This is an optimization exercise on Yosys and OpenROAD, whose aim is small area, not a production implementation. In this exercise RTL edits were held to simulation tests only and were not proved equivalent to the original. Power figures rest on the tool's default switching activity, not on a simulated workload.

==> run C <==
==> flow/design.v <==
module pio_dec32 (
   input  logic [4:0]  a,
   output logic [31:0] oh
);
   always_comb
      for (int i = 0; i < 32; i++) oh[i] = (a == 5'(i));
endmodule
module pio_aoi222 (
   input  logic [2:0] a,
   input  logic [2:0] b,
   output logic       y
);
   assign y = !(|(a & b));
endmodule
module pio_aoi22 (
   input  logic [1:0] a,
   input  logic [1:0] b,
   output logic       y
);
   assign y = !(|(a & b));
endmodule
module pio_rd32 (
   input  logic [31:0] s,
   input  logic [31:0] d,
   output logic        q
);
   logic [10:0] n;
   for (genvar k = 0; k < 10; k++) begin : g_k
      pio_aoi222 u_a (.a(s[3*k +: 3]), .b(d[3*k +: 3]), .y(n[k]));
   end
   pio_aoi22 u_b (.a(s[31:30]), .b(d[31:30]), .y(n[10]));
   assign q = !(&n);
endmodule
module pio_sm_dp (
   input  logic [31:0] x,
   input  logic [31:0] y,
   input  logic [4:0]  d,
   input  logic        ex,
   input  logic        ey,
   input  logic        erx,
   input  logic        ery,
   input  logic        ed,
   input  logic        inv,
   input  logic        decx,
   input  logic        decy,
   output logic [31:0] r,
   output logic        xz,
   output logic        yz,
   output logic        neq
);
   logic [31:0] u;
   logic [32:0] zx, zy;
   assign zx[0] = 1'b1;
   assign zy[0] = 1'b1;
   for (genvar b = 0; b < 32; b++) begin : g_b
      if (b < 5)
         assign u[b] = (ex & x[b]) | (ey & y[b]) | (erx & x[31-b]) | (ery & y[31-b]) | (ed & d[b]);
      else
         assign u[b] = (ex & x[b]) | (ey & y[b]) | (erx & x[31-b]) | (ery & y[31-b]);
      assign zx[b+1] = zx[b] & !x[b];
      assign zy[b+1] = zy[b] & !y[b];
      assign r[b]    = u[b] ^ (inv | (decx & zx[b]) | (decy & zy[b]));
   end
   assign xz  = zx[32];
   assign yz  = zy[32];
   assign neq = (x != y);
endmodule
module pio_sm_ctl (
   input  logic [13:0] insn,
   input  logic [4:0]  pc,
   input  logic [4:0]  wb,
   input  logic [4:0]  wt,
   input  logic        clr,
   input  logic [4:0]  r,
   input  logic        xz,
   input  logic        yz,
   input  logic        neq,
   output logic        ex,
   output logic        ey,
   output logic        erx,
   output logic        ery,
   output logic        ed,
   output logic        inv,
   output logic        decx,
   output logic        decy,
   output logic        wx,
   output logic        wy,
   output logic [4:0]  npc
);
   logic       mcls, taken;
   logic [2:0] kind;
   logic [4:0] tgt;
   assign mcls = insn[8];
   assign kind = insn[7:5];
   always_comb begin
      ex = 1'b0; ey = 1'b0; erx = 1'b0; ery = 1'b0; ed = 1'b0;
      inv = 1'b0; decx = 1'b0; decy = 1'b0; wx = 1'b0; wy = 1'b0; taken = 1'b0;
      if (mcls) begin
         ex    = insn[0];
         ey    = insn[1];
         erx   = insn[2];
         ery   = insn[3];
         inv   = insn[4];
         wx    = insn[5];
         wy    = insn[6];
         taken = insn[7];
      end else begin
         case (kind)
            3'b000: taken = 1'b1;
            3'b001: taken = xz;
            3'b010: begin ex = 1'b1; decx = 1'b1; wx = 1'b1; taken = !xz; end
            3'b011: taken = yz;
            3'b100: begin ey = 1'b1; decy = 1'b1; wy = 1'b1; taken = !yz; end
            3'b101: taken = neq;
            3'b110: begin ed = 1'b1; wx = 1'b1; end
            3'b111: begin ed = 1'b1; wy = 1'b1; end
         endcase
      end
      if (clr) begin
         ex = 1'b0; ey = 1'b0; erx = 1'b0; ery = 1'b0; ed = 1'b0;
         inv = 1'b0; decx = 1'b0; decy = 1'b0;
      end
   end
   assign tgt = mcls ? r : insn[4:0];
   assign npc = taken ? tgt : (pc == wt) ? wb : pc + 5'd1;
endmodule
module pio_sm_array #(
   parameter int  NUM_SM     = 4,
   parameter int  IMEM_DEPTH = 32,
   localparam int ADDR_W     = $clog2(IMEM_DEPTH)
) (
   input  logic                     clk,
   input  logic                     rst,
   input  logic [15:0]              imem_wdata,
   input  logic [ADDR_W-1:0]        imem_waddr,
   input  logic                     imem_we,
   input  logic [NUM_SM-1:0]        sm_en,
   input  logic [NUM_SM-1:0]        sm_restart,
   input  logic [NUM_SM*ADDR_W-1:0] wrap_bottom,
   input  logic [NUM_SM*ADDR_W-1:0] wrap_top,
   output logic [NUM_SM*ADDR_W-1:0] pc,
   output logic [NUM_SM*32-1:0]     x,
   output logic [NUM_SM*32-1:0]     y,
   output logic [NUM_SM-1:0]        stalled
);
   logic [2:0]  w_op, w_cond;
   logic [4:0]  w_data;
   logic [8:0]  w_code;
   logic [13:0] w_word;
   logic        w_src_x, w_src_y;
   assign w_op    = imem_wdata[15:13];
   assign w_cond  = imem_wdata[7:5];
   assign w_data  = imem_wdata[4:0];
   assign w_src_x = (w_data[2:0] == 3'b001);
   assign w_src_y = (w_data[2:0] == 3'b010);
   always_comb begin
      w_code = 9'b1_000_00000;    
      case (w_op)
         3'b000: if (w_cond[2:1] != 2'b11) w_code = {1'b0, w_cond, w_data};
         3'b111: begin
            if (w_cond == 3'b001) w_code = {1'b0, 3'b110, w_data};
            if (w_cond == 3'b010) w_code = {1'b0, 3'b111, w_data};
         end
         3'b101: begin
            w_code[8] = 1'b1;
            w_code[5] = (w_cond == 3'b001);
            w_code[6] = (w_cond == 3'b010);
            w_code[7] = (w_cond == 3'b101);
            w_code[4] = (w_data[4:3] == 2'b01);
            w_code[0] = w_src_x && w_data[4:3] != 2'b10;
            w_code[1] = w_src_y && w_data[4:3] != 2'b10;
            w_code[2] = w_src_x && w_data[4:3] == 2'b10;
            w_code[3] = w_src_y && w_data[4:3] == 2'b10;
         end
         default: ;
      endcase
   end
   assign w_word = rst ? 14'd0 : {imem_wdata[12:8], w_code};
   logic [13:0] imem [IMEM_DEPTH];
   always_ff @(posedge clk) begin
      for (int i = 0; i < IMEM_DEPTH; i++)
         if (rst || (imem_we && imem_waddr == ADDR_W'(i))) imem[i] <= w_word;
   end
   for (genvar g = 0; g < NUM_SM; g++) begin : g_sm
      logic [ADDR_W-1:0] pc_q, pend_q, npc, wb, wt;
      logic [31:0]       x_q, y_q, r, sel;
      logic [4:0]        cnt_q, dly;
      logic [13:0]       insn;
      logic              clr, run, cnt_z;
      logic              ex, ey, erx, ery, ed, inv, decx, decy, wx, wy, xz, yz, neq;
      assign wb    = rst ? '0 : wrap_bottom[g*ADDR_W +: ADDR_W];
      assign wt    = wrap_top[g*ADDR_W +: ADDR_W];
      assign clr   = rst | sm_restart[g];
      assign run   = sm_en[g];
      assign cnt_z = (cnt_q == 5'd0);
      pio_dec32 u_dec (.a(pc_q), .oh(sel));
      for (genvar b = 0; b < 14; b++) begin : g_rd
         logic [31:0] col;
         for (genvar i = 0; i < IMEM_DEPTH; i++) begin : g_col
            assign col[i] = imem[i][b];
         end
         pio_rd32 u_rd (.s(sel), .d(col), .q(insn[b]));
      end
      assign dly = insn[13:9];
      pio_sm_ctl u_ctl (
         .insn(insn), .pc(pc_q), .wb(wb), .wt(wt), .clr(clr),
         .r(r[4:0]), .xz(xz), .yz(yz), .neq(neq),
         .ex(ex), .ey(ey), .erx(erx), .ery(ery), .ed(ed), .inv(inv), .decx(decx), .decy(decy),
         .wx(wx), .wy(wy), .npc(npc)
      );
      pio_sm_dp u_dp (
         .x(x_q), .y(y_q), .d(insn[4:0]),
         .ex(ex), .ey(ey), .erx(erx), .ery(ery), .ed(ed), .inv(inv), .decx(decx), .decy(decy),
         .r(r), .xz(xz), .yz(yz), .neq(neq)
      );
      always_ff @(posedge clk) begin
         if (clr || (run && cnt_z && wx)) x_q <= r;
         if (clr || (run && cnt_z && wy)) y_q <= r;
         if (clr) cnt_q <= 5'd0;
         else if (run) cnt_q <= cnt_z ? dly : cnt_q - 5'd1;
         if (cnt_z) pend_q <= npc;
         if (clr) pc_q <= wb;
         else if (run && cnt_z && dly == 5'd0) pc_q <= npc;
         else if (run && cnt_q == 5'd1) pc_q <= pend_q;
      end
      assign pc[g*ADDR_W +: ADDR_W] = pc_q;
      assign x[g*32 +: 32]          = x_q;
      assign y[g*32 +: 32]          = y_q;
      assign stalled[g]             = !cnt_z;
   end
endmodule
==> flow/flow/run.sh <==
#!/bin/bash
# Standard layout, with two changes made through ORFS's own variables:
# - the port buffers that placement inserts on every input and output are
#   buf_1 cells instead of the resizer's default;
# - clock tree synthesis builds the tree from clkbuf_8 cells and adds no
#   dummy loads (otherwise ORFS's default arguments).
set -euo pipefail
export BUFFER_PORTS_ARGS="-buffer_cell sky130_fd_sc_hd__buf_1"
export CTS_ARGS="-sink_clustering_enable -repair_clock_nets -dont_use_dummy_load -buf_list sky130_fd_sc_hd__clkbuf_8"
bash ./standard.sh > standard.log 2>&1
==> flow/standard.sh <==
#!/bin/bash
# synth_recipe.tcl (not shown) runs the flow's synth.tcl, then flattens the netlist and writes it again
# the make line also repeats each setting of config.mk as NAME=value (left out here)
make -C /OpenROAD-flow-scripts/flow DESIGN_CONFIG=/design/flow/config.mk WORK_HOME=/design/flow/orfs CLKGATE_MAP_FILE= SYNTH_SCRIPT=/design/flow/synth_recipe.tcl "${@:-finish}"
==> flow/config.mk <==
export PLATFORM = sky130hd
export DESIGN_NAME = pio_sm_array
export DESIGN_NICKNAME = pio_sm_array
export VERILOG_FILES = /design/flow/design.v
export SDC_FILE = /design/flow/constraint.sdc
export NUM_CORES = 4
export LEC_CHECK = 0
export CAP_MARGIN = 10
export CORE_MARGIN = 2
export CORE_UTILIZATION = 55
export GPL_TIMING_DRIVEN = 0
export SETUP_SLACK_MARGIN = 0.3
export SLEW_MARGIN = 10
export SYNTH_HIERARCHICAL = 1
==> flow/constraint.sdc <==
create_clock -name core_clock -period 6.0 [get_ports {clk}]
set_input_delay 1.2000 -clock core_clock [delete_from_list [all_inputs] [get_ports {clk}]]
set_output_delay 1.2000 -clock core_clock [all_outputs]
set_load 0.01 [all_outputs]
==> inputs of run Z, as changes to run C <==
==> flow/flow/run.sh (replaced) <==
#!/bin/bash
# Standard layout, with the port buffers that placement inserts on every
# input and output made as buf_1 cells instead of the resizer's default.
set -euo pipefail
export BUFFER_PORTS_ARGS="-buffer_cell sky130_fd_sc_hd__buf_1"
bash ./standard.sh > standard.log 2>&1
- CORE_UTILIZATION: 55 -> 50
==> notes.md <==
Between run Z and run C, the lower via count is in run Z (gap 3.8%, measured against run C). Against run C, the die area of run Z is larger by about 10%. Non-clock buffer count: run Z is higher than run C (10). In run Z the count of clock-buffer cells in the layout is lower than in run C, by 24. Against run C, the fmax of run Z is smaller by 1.2%. Of run Z and run C, run C has the higher critical path depth (gap 1). In run Z the first-iteration DRC count is smaller than in run C, by about 2%. In run Z the sequential power is higher than in run C, by about 0.6%. Against run C, the sequential share of layout area of run Z is lower by 1.2 points. In run Z the worst hold slack is lower than in run C, by 0.038 ns.
==> figures <==
|  | run C | run Z |
|---|---|---|
| Post-route standard cell area excluding fillers | 0.0518 sq mm | 0.0532 sq mm |
| Clock latency of the later-clocked register in the worst-skew pair | 0.86 ns | 0.70 ns |
| Number of non-clock buffers in the layout | 660 | 670 |
| Setup crit start | g_sm[2].pc_q[2] | g_sm[3].pc_q[4] |
| Global-route wire length before repair | 291,000 um | 286,000 um |
| Share of total power in combinational logic | 43.0% | 39.9% |
| Detailed-route wire length | 208,000 um | 206,000 um |
| Levels on crit path | 19 | 18 |
| Run status | complete, no violations | complete, no violations |
| Metal3 WL | 36,400 um | 33,200 um |
| Tap Cells | 1,060 | 1,165 |
| Clock period minus final worst setup slack | 5.81 ns | 5.88 ns |
| Layout Utilization | 64.6% | 60.4% |
| Initial DRC Count | 11,400 | 11,200 |
| Worst-Margin Slew | 1.23 ns | 1.36 ns |
| Post-cts gate resize count | 68 | 84 |
| Clock group share of total power | 16.9% | 22.2% |
| Count of vias placed by the detailed router | 45,200 | 43,500 |
| Layout cells sized above 1 | 17.3% | 17.9% |
| Routability congestion estimate from global placement | 1.05 | 1.00 |
| CP endpoint | g_sm[2].pc_q[2] | g_sm[3].pc_q[3] |
| Sequential share of cell area | 43.9% | 42.7% |

[what the ideal ports hide]
No port has a modelled driver above. Below, the same layouts with a new extraction and two added sets of constraints. Step 1 sets driving cells, clkbuf_16 on the clock port and buf_2 on the other inputs (assumed; they add their load-dependent delay and slew). Step 2, shift: input delay + t, output delay - t, t = (earliest + latest rising clock arrival at the registers) / 2. This alone moves slack from input paths to output paths. Slacks: ideal / step 1 / step 2; pairs: ideal / step 1.
run	shift t [ns]	setup slack, ns	latest minus earliest clock arrival (ns)	slew at the worst register clock pin (ns)	pins driven straight from the clock port
run C	0.887	0.186 / 0.186 / 0.026	0.096 / 0.096	0.07 / 0.07	1
run Z	0.748	0.118 / 0.118 / 0.118	0.041 / 0.042	0.07 / 0.07	1
After both steps setup and hold are still met in every run listed. For run C, which loses most, drivers alone change the setup slack by 0.000 ns; drivers and shift together by -0.160 ns.
